From an optimization exercise on the open Yosys and OpenROAD flow, aimed at small area, a short achievable clock period and few clock cycles per item; shortcuts taken in it are not production practice. RTL that was checked went through simulation tests only; none was proved equivalent to the original. Function not checked in run 2: the RTL went through the layout flow alone.

## flow/design.v (module list and top-level ports; edited modules follow where they fit)
// module barrett_mu_div: 108 lines
// module ntt_barrett_modmul: 4411 lines
// module csa_fa: 10 lines
// module csa_han: 9 lines
// module csa_ha: 9 lines
module ntt_barrett_modmul #(
    parameter int unsigned W   = 16,
    parameter int unsigned PW  = 16,
    parameter int unsigned LAT = ntt_barrett_modmul_pkg::PIPE_LAT
) (
    input  logic          clk,
    input  logic          reset,
    input  logic          cfg_load,
    input  logic [W-1:0]  cfg_q,
    output logic          cfg_busy,
    output logic          cfg_err,
    output logic          cfg_ready,
    input  logic          in_valid,
    output logic          in_ready,
    input  logic [W-1:0]  in_a,
    input  logic [W-1:0]  in_w,
    input  logic [PW-1:0] in_pass,
    output logic          out_valid,
    input  logic          out_ready,
    output logic [W-1:0]  out_data,
    output logic [PW-1:0] out_pass
);
  // ...
==> flow/run.sh <==
#!/bin/bash
# synth_recipe.tcl (not shown) runs the flow's synth.tcl, then flattens the netlist and writes it again
# the make line also repeats each setting of config.mk as NAME=value (left out here)
make -C /OpenROAD-flow-scripts/flow DESIGN_CONFIG=/design/flow/config.mk WORK_HOME=/design/flow/orfs CLKGATE_MAP_FILE= SYNTH_SCRIPT=/design/flow/synth_recipe.tcl finish
==> flow/config.mk <==
export PLATFORM = sky130hd
export DESIGN_NAME = ntt_barrett_modmul
export DESIGN_NICKNAME = ntt_barrett_modmul
export VERILOG_FILES = /design/flow/design.v
export SDC_FILE = /design/flow/constraint.sdc
export NUM_CORES = 4
export LEC_CHECK = 0
export CAP_MARGIN = 20
export CORE_MARGIN = 2
export CORE_UTILIZATION = 40
export SETUP_SLACK_MARGIN = 5
export SLEW_MARGIN = 20
export SYNTH_HIERARCHICAL = 1
export SYNTH_MINIMUM_KEEP_SIZE = 0
==> flow/constraint.sdc <==
create_clock -name core_clock -period 10.0 [get_ports {clk}]
set_input_delay 2.0000 -clock core_clock [delete_from_list [all_inputs] [get_ports {clk}]]
set_output_delay 2.0000 -clock core_clock [all_outputs]
set_load 0.01 [all_outputs]
==> impl_metrics.py, run 1 <==
metrics = {
    "setup_path": {
        "worstSetupStartpoint": "u_div.nqn_q[1]$_DFFE_PP_",
        "cp-end-kind": "register",
        "endpoint": "u_div.c_q[5]$_DFFE_PP_",
        "required_ns": 10.41,
    },
    "status": {
        "status": "no timing/DRC/antenna violations",
    },
    "layout": {
        "design_area_mm2": 0.0571,
        "design.seq.count": 610,
        "largest_cell_class": "multi-input combinational cells",
    },
    "cts": {
        "postCtsHoldBufs": 0,
        "clk_path_buf_depth": 3,
        "clock_latency_ns": 0.69,
    },
    "place": {
        "dp_hpwl_um": 91400,
        "gp_congestion": 0.909,
    },
    "global_routing": {
        "grtUsageMet3_pct": 3.40,
        "use_met1_pct": 24.3,
    },
    "hold_path": {
        "hold_depth": 0,
        "min-delay-start": "p3_q[0]$_DFFE_PP_",
        "hold_end": "p4_q[0]$_DFFE_PP_",
    },
    "floorplanning": {
        "num_tap_cells": 1662,
    },
    "timing": {
        "hold_ws_ns": 0.413,
    },
    "yosys": {
        "avgSynthCellArea_um2": 11.8,
    },
    "detailed_routing": {
        "wire_per_inst_um": 20.7,
        "highest_layer": "met4",
        "ant_nets": 0,
    },
}
Testbench counts, summed over its fixed seeds: cycles 8,696, items 8,192.
==> inputs of run 2 (changes only) <==
--- a/flow/design.v
+++ b/flow/design.v
@@ -2673,53 +2673,43 @@
     logic [18:0] k2_s;
     logic [18:0] k2_c;
     logic [18:0] r0;
     logic [18:0] r1;
     logic [18:0] r2;
     logic [15:0] res;
     logic [15:0] a_q;
     logic [15:0] w_q;
-    logic [31:0] m1s_q;
-    logic [31:0] m1c_q;
     logic [31:0] pn_q;
-    logic [31:0] m2s_q;
-    logic [31:0] m2c_q;
     logic [31:0] y_q;
-    logic [20:0] m3s_q;
-    logic [20:0] m3c_q;
-    logic [18:0] xl3_q;
     logic [15:0] tn_q;
     logic [18:0] xl_q;
     logic [18:0] m4s_q;
     logic [18:0] m4c_q;
-    logic [7:0] v_q;
+    logic [4:0] v_q;
     logic [15:0] p0_q;
     logic [15:0] p1_q;
     logic [15:0] p2_q;
     logic [15:0] p3_q;
     logic [15:0] p4_q;
-    logic [15:0] p5_q;
-    logic [15:0] p6_q;
-    logic [15:0] p7_q;
     barrett_mu_div u_div (
         .clk    (clk),
         .reset  (reset),
         .start  (cfg_ok),
         .q      (cfg_q),
         .c_rdy  (c_rdy),
         .mu_rdy (mu_rdy),
         .nqn    (nqn_val),
         .cn     (cn_val),
         .mu     (mu_val),
         .sh     (sh_val)
     );
     assign pipe_empty = (v_q == '0) && !out_v_q;
     assign cfg_ok     = cfg_load && pipe_empty && (cfg_q[15:1] != 15'd0);
-    assign en         = (!out_v_q || out_ready) && !(v_q[2] && !c_rdy) && !(v_q[4] && !mu_rdy);
+    assign en         = (!out_v_q || out_ready) && !(v_q[1] && !c_rdy) && !(v_q[2] && !mu_rdy);
     assign in_ready   = cfg_ready_q && en;
     assign fire       = in_valid && in_ready;
     assign cfg_busy   = 1'b0;
     assign cfg_err    = cfg_err_q;
     assign cfg_ready  = cfg_ready_q;
     assign out_valid  = out_v_q;
     assign out_data   = out_d_q;
     assign out_pass   = out_p_q;
@@ -3186,17 +3176,17 @@
     csa_fa u_m1_665 (.a(m1_208), .b(m1_223), .c(m1_238), .s(m1_665), .co(m1_666));
     csa_fa u_m1_667 (.a(m1_253), .b(m1_658), .c(m1_665), .s(m1_667), .co(m1_668));
     csa_fa u_m1_669 (.a(m1_660), .b(m1_667), .c(m1_662), .s(m1_669), .co(m1_670));
     csa_fa u_m1_671 (.a(m1_224), .b(m1_239), .c(m1_254), .s(m1_671), .co(m1_672));
     csa_fa u_m1_673 (.a(m1_666), .b(m1_671), .c(m1_668), .s(m1_673), .co(m1_674));
     csa_fa u_m1_675 (.a(m1_240), .b(m1_255), .c(m1_672), .s(m1_675), .co(m1_676));
     assign m1_sn = {1'b1, m1_256, m1_674, m1_670, m1_664, m1_656, m1_646, m1_634, m1_620, m1_604, m1_586, m1_566, m1_544, m1_520, m1_494, m1_491, m1_438, m1_412, m1_388, m1_366, m1_363, m1_328, m1_325, m1_309, m1_295, m1_283, m1_273, m1_265, m1_259, m1_33, m1_2, m1_1};
     assign m1_cn = {1'b1, m1_676, m1_675, m1_673, m1_669, m1_663, m1_655, m1_645, m1_633, m1_619, m1_603, m1_585, m1_565, m1_543, m1_519, m1_493, m1_465, m1_437, m1_411, m1_387, m1_365, m1_345, m1_327, m1_311, m1_297, m1_285, m1_275, m1_267, m1_261, m1_257, m1_17, 1'b1};
-    assign pn_sum = m1s_q + m1c_q + 32'd1;
+    assign pn_sum = m1_sn + m1_cn + 32'd1;
     assign pl    = ~pn_q[15:0];
     assign pl_sh = 31'(pl) << (4'd15 - sh_val);
     assign m2_677 = ~(pn_q[16] | cn_val[0]);
     assign m2_678 = ~(pn_q[16] | cn_val[1]);
     assign m2_679 = ~(pn_q[16] | cn_val[2]);
     assign m2_680 = ~(pn_q[16] | cn_val[3]);
     assign m2_681 = ~(pn_q[16] | cn_val[4]);
     assign m2_682 = ~(pn_q[16] | cn_val[5]);
@@ -3687,17 +3677,17 @@
     csa_fa u_m2_1401 (.a(m2_900), .b(m2_915), .c(m2_930), .s(m2_1401), .co(m2_1402));
     csa_fa u_m2_1403 (.a(m2_1394), .b(m2_1401), .c(m2_1396), .s(m2_1403), .co(m2_1404));
     csa_fa u_m2_1405 (.a(pl_sh[28]), .b(m2_1403), .c(m2_1398), .s(m2_1405), .co(m2_1406));
     csa_fa u_m2_1407 (.a(m2_916), .b(m2_931), .c(m2_1402), .s(m2_1407), .co(m2_1408));
     csa_fa u_m2_1409 (.a(m2_1407), .b(pl_sh[29]), .c(m2_1404), .s(m2_1409), .co(m2_1410));
     csa_fa u_m2_1411 (.a(m2_932), .b(m2_1408), .c(pl_sh[30]), .s(m2_1411), .co(m2_1412));
     assign m2_s = {m2_1412, m2_1410, m2_1406, m2_1400, m2_1392, m2_1382, m2_1370, m2_1356, m2_1340, m2_1322, m2_1302, m2_1280, m2_1256, m2_1230, m2_1202, m2_1172, m2_1142, m2_1114, m2_1088, m2_1064, m2_1042, m2_1022, m2_1004, m2_988, m2_985, m2_971, m2_959, m2_949, pl_sh[3], pl_sh[2], pl_sh[1], m2_677};
     assign m2_c = {1'b0, m2_1411, m2_1409, m2_1405, m2_1399, m2_1391, m2_1381, m2_1369, m2_1355, m2_1339, m2_1321, m2_1301, m2_1279, m2_1255, m2_1229, m2_1201, m2_1171, m2_1141, m2_1113, m2_1087, m2_1063, m2_1041, m2_1021, m2_1003, m2_987, m2_973, m2_961, m2_951, m2_943, m2_937, m2_933, pl_sh[0]};
-    assign y_sum = m2s_q + m2c_q;
+    assign y_sum = m2_s + m2_c;
     assign xl_d = 19'(y_q >> (4'd15 - sh_val));
     assign m3_1413 = ~(y_q[15] & mu_val[13]);
     assign m3_1414 = ~(y_q[15] & mu_val[14]);
     assign m3_1415 = ~(y_q[15] & mu_val[15]);
     assign m3_1416 = ~(y_q[15] & mu_val[16]);
     assign m3_1417 = ~y_q[15];
     assign m3_1418 = ~(y_q[16] & mu_val[12]);
     assign m3_1419 = ~(y_q[16] & mu_val[13]);
@@ -4083,17 +4073,17 @@
     csa_fa u_m3_1970 (.a(m3_1573), .b(m3_1590), .c(m3_1607), .s(m3_1970), .co(m3_1971));
     csa_fa u_m3_1972 (.a(m3_1624), .b(m3_1963), .c(m3_1970), .s(m3_1972), .co(m3_1973));
     csa_fa u_m3_1974 (.a(m3_1965), .b(m3_1972), .c(m3_1967), .s(m3_1974), .co(m3_1975));
     csa_fa u_m3_1976 (.a(m3_1591), .b(m3_1608), .c(m3_1625), .s(m3_1976), .co(m3_1977));
     csa_fa u_m3_1978 (.a(m3_1971), .b(m3_1976), .c(m3_1973), .s(m3_1978), .co(m3_1979));
     csa_fa u_m3_1980 (.a(m3_1609), .b(m3_1626), .c(m3_1977), .s(m3_1980), .co(m3_1981));
     assign m3_sn = {m3_1627, m3_1979, m3_1975, m3_1969, m3_1961, m3_1951, m3_1939, m3_1925, m3_1909, m3_1891, m3_1871, m3_1849, m3_1825, m3_1799, m3_1769, m3_1768, m3_1738, m3_1708, m3_1680, m3_1656, m3_1636};
     assign m3_cn = {m3_1981, m3_1980, m3_1978, m3_1974, m3_1968, m3_1960, m3_1950, m3_1938, m3_1924, m3_1908, m3_1890, m3_1870, m3_1848, m3_1824, m3_1798, m3_1770, m3_1740, m3_1710, m3_1682, m3_1658, m3_1638};
-    assign tn_sum = m3s_q + m3c_q + 21'd1;
+    assign tn_sum = m3_sn + m3_cn + 21'd1;
     assign m4_1982 = ~(tn_q[0] | nqn_val[0]);
     assign m4_1983 = ~(tn_q[0] | nqn_val[1]);
     assign m4_1984 = ~(tn_q[0] | nqn_val[2]);
     assign m4_1985 = ~(tn_q[0] | nqn_val[3]);
     assign m4_1986 = ~(tn_q[0] | nqn_val[4]);
     assign m4_1987 = ~(tn_q[0] | nqn_val[5]);
     assign m4_1988 = ~(tn_q[0] | nqn_val[6]);
     assign m4_1989 = ~(tn_q[0] | nqn_val[7]);
@@ -4501,38 +4491,28 @@
             {out_v_q, v_q} <= {v_q, fire};
         end
     end
     always_ff @(posedge clk) begin
         if (en) begin
             a_q <= in_a;
             w_q <= in_w;
             p0_q <= in_pass;
-            m1s_q <= m1_sn;
-            m1c_q <= m1_cn;
-            p1_q <= p0_q;
             pn_q <= pn_sum;
-            p2_q <= p1_q;
-            m2s_q <= m2_s;
-            m2c_q <= m2_c;
-            p3_q <= p2_q;
+            p1_q <= p0_q;
             y_q <= y_sum;
-            p4_q <= p3_q;
-            m3s_q <= m3_sn;
-            m3c_q <= m3_cn;
-            xl3_q <= xl_d;
-            p5_q <= p4_q;
+            p2_q <= p1_q;
             tn_q <= tn_sum[20:5];
-            xl_q <= xl3_q;
-            p6_q <= p5_q;
+            xl_q <= xl_d;
+            p3_q <= p2_q;
             m4s_q <= m4_s;
             m4c_q <= m4_c;
-            p7_q <= p6_q;
+            p4_q <= p3_q;
             out_d_q <= res;
-            out_p_q <= p7_q;
+            out_p_q <= p4_q;
         end
     end
 endmodule
 module csa_fa (
     input  logic a,
     input  logic b,
     input  logic c,
     output logic s,
==> run 2 against run 1 <==
Worst setup slack worse by 0.77 ns. Sequential cell count fell by 236. Routed wire length up 3.1%. First-iteration DRC count grew 17%. Via count up 1.7%. Maximum frequency down 14%. Final cell count hardly changed. Clock-buffer cell count shrank 23. Global-route usage up 3.2 points. Area after synthesis decreased by 13%. Largest cell class unchanged.
==> impl_metrics.py, run 2 <==
metrics = {
    "layout": {
        "nFillCells": 9538,
        "syn_to_final_growth_pct": 25.7,
        "layout-drive-gt1-share_pct": 25.7,
        "layout_commonest_cell": "fa_1",
        "reg.largest.list": "pn_q x32, y_q x32",
        "utilization_pct": 50.8,
        "nets": 5621,
        "antenna-diode-count": 0,
        "design_area_mm2": 0.0556,
        "multi_input_area_mm2": 0.0338,
        "mostFrequentLayoutCells": "fa_1 (640), nand2_1 (582), nor2_1 (490), edfxtp_1 (358), buf_4 (327)",
        "ff_latch_area_mm2": 0.0112,
    },
    "global_routing": {
        "grt_pass1_wl_um": 200000,
        "grt_overflow": 0,
        "grt_pass1_vias": 35700,
        "grt_max_degree": 147,
        "antenna_found_initial": 0,
        "grt_use_total_pct": 22.7,
    },
    "hold_path": {
        "hp-class": "reg2reg",
    },
    "setup_path": {
        "worstSetupPathType": "reg2reg",
        "endpoint": "y_q[31]$_DFFE_PP_",
        "start_kind": "register",
        "reg2reg_slack_ns": 4.32,
        "worstSetupStartpoint": "u_div.c_q[8]$_DFFE_PP_",
        "required_ns": 10.45,
        "max_stage_delay_ns": 0.54,
        "cp.arrival_ns": 6.13,
        "cp-end-kind": "register",
        "cpMaxStageDelayCell": "fa_1",
        "critPathMostFrequentCell": "fa_1",
        "rr_worst_depth": 19,
        "worst-path-buf-inv": 2,
        "crit_fanout": 8,
        "cpLargestDelayFamily": "adder cells",
        "cp.depth": 19,
        "cp_cell_sequence": "buf_12, nor2_4, fa_1, fa_1, fa_2, fa_2, fa_1, fa_2, fa_1, ha_4, and3_4, and3_4, nand3_2, o211ai_1, a31oi_4, buf_6, o31ai_4, a21oi_2, xnor2_1",
        "timing.rr.start": "u_div.c_q[8]$_DFFE_PP_",
        "regToRegEndpoint": "y_q[31]$_DFFE_PP_",
    },
    "floorplanning": {
        "die-area_mm2": 0.113,
        "row_count": 121,
        "io_pins": 106,
        "die_y_um": 336,
        "start_util_pct": 40.4,
        "die_x_um": 336,
        "core-area_mm2": 0.109,
    },
    "timing": {
        "worst_pin_slew_ns": 1.15,
        "slew_headroom_pct": 23.1,
        "max_freq_mhz": 176,
        "fin_crit_ns": 5.68,
        "hold_violations": 0,
        "post-route-period-util_pct": 56.8,
        "slew_viol_final": 0,
        "rsz0062_at_grt": "yes",
        "worst_clock_skew_ns": 0.0304,
        "setup_viol": 0,
        "tns_ns": 0,
    },
    "detailed_routing": {
        "wirelength_um": 129000,
        "drtIter0Drc": 2597,
        "dr.pass1.iters": 5,
        "wire_per_inst_um": 21.3,
        "routed_via_density": 5.53,
        "drc": 0,
        "ant_nets": 0,
        "vias": 33500,
    },
    "status": {
        "status": "no timing/DRC/antenna violations",
    },
    "cts": {
        "clock_latency_ns": 0.65,
        "htreeDepth": 2,
        "cts_root_buf": "clkbuf_16",
        "cts_buffers": 49,
        "clk_path_buf_depth": 3,
        "clock_sinks": 374,
        "cts_tree": "done",
        "postCtsHoldBufs": 0,
        "clkTransAtPathRegs_ns": 0.06,
    },
    "yosys": {
        "ys.warnings.count": 8,
        "syn-cell-area_mm2": 0.0442,
        "avgSynthCellArea_um2": 10.7,
        "postSynthCellCount": 4146,
    },
    "place": {
        "dp_hpwl_um": 86000,
        "port_buffers": 104,
        "place_area_mm2": 0.0465,
        "gp_congestion": 0.901,
    },
    "job": {
        "cap_violations": 0,
    },
}
run 2: changes by cell type in the layout (fill, tap and decap cells not counted), moves of 41 or more:
cell and change:
nor2_2 +44, edfxtp_1 -233, buf_6 +105, fa_1 -145, fa_2 +145, nor2_1 -82
ha_4 +41, buf_4 +247, ha_1 -52
run 2: metrics by stage:
step | instances | worst slack [ns] | hold WS, ns
after floorplan | 4151 | 0.851 | 0.400
after global placement | 5513 | 3.40 | 0.401
after detailed placement | 5513 | 3.35 | 0.405
after CTS | 5976 | 4.37 | 0.410
after global routing | 6062 | 4.19 | 0.413
final | 6062 | 4.32 | 0.413
run 2: per-layer routing:
| layer | routed length [µm] | vias up | GRT usage [%] | share of wire, % |
|---|---|---|---|---|
| met5 | 0 | - | 0 | 0 |
| met4 | 5840 | 0 | 9.02 | 4.5 |
| met3 | 8840 | 370 | 3.83 | 6.8 |
| met2 | 64800 | 1460 | 39.8 | 50 |
| met1 | 49600 | 17000 | 27.8 | 38 |
| li1 | - | 14700 | - | - |
run 2: final cells by class:
| cell class | count | area share (%) |
|---|---|---|
| multi-input combinational | 3301 | 60.9 |
| sequential | 374 | 20.1 |
| timing repair buffer | 614 | 11.2 |
| tap | 1476 | 3.32 |
| clock buffer | 59 | 2.35 |
| inverter | 207 | 1.48 |
| clock inverter | 30 | 0.651 |
| timing repair inverter | 1 | 0.00901 |
run 2: how the worst min path moves through the flow:
| stage | from | endpoint | depth (start not counted) |
|---|---|---|---|
| floorplan | xl_q[0]$_DFFE_PP_ | m4c_q[0]$_DFFE_PP_ | 0 |
| global placement | p4_q[6]$_DFFE_PP_ | out_p_q[6]$_DFFE_PP_ | 0 |
| detailed placement | p1_q[12]$_DFFE_PP_ | p2_q[12]$_DFFE_PP_ | 0 |
| finish | p1_q[15]$_DFFE_PP_ | p2_q[15]$_DFFE_PP_ | 0 |
| CTS | p4_q[4]$_DFFE_PP_ | out_p_q[4]$_DFFE_PP_ | 0 |
| global route | p1_q[13]$_DFFE_PP_ | p2_q[13]$_DFFE_PP_ | 0 |
run 2: timing repair:
action	in CTS	in global routing
endpoints found under the hold margin	0	0
buffers inserted	366	81
setup endpoints to repair	105	110
pin swaps	170	196
cloned	8	5
resized for setup	498	355

afterwards: timing with drivers on the ports:
The results above use ideal ports. As a check the final layouts listed here were re-extracted and re-timed, cells and wires unchanged. Step 1 (the two cells are an assumption about what drives the block):
set clk [get_ports {clk}]
set_driving_cell -lib_cell sky130_fd_sc_hd__clkbuf_16 $clk
set_driving_cell -lib_cell sky130_fd_sc_hd__buf_2 [delete_from_list [all_inputs] $clk]
Step 2 adds t to the input delays and takes it off the output delays; t is the mean of the earliest and latest rising clock arrival at the registers after step 1. Input paths then give back, and output paths get back, about the clock's delay inside the block. Three values: ideal ports, drivers, drivers and shift; two values: the first two.
| run | t, ns | setup slack, ns | worst hold slack (ns) | slew at the worst register clock pin (ns) | worst slew at a driven data input, ns |
|---|---|---|---|---|---|
| run 1 | 0.732 | 5.089 / 5.089 / 4.612 | 0.413 / 0.413 / 0.413 | 0.07 / 0.07 | 0.13 |
| run 2 | 0.703 | 4.322 / 4.322 / 4.322 | 0.413 / 0.413 / 0.413 | 0.07 / 0.07 | 0.05 |
After both steps setup and hold are still met in every run listed. The setup slack of run 1, which loses most, moves by 0.000 ns with the drivers and by -0.477 ns with both steps.
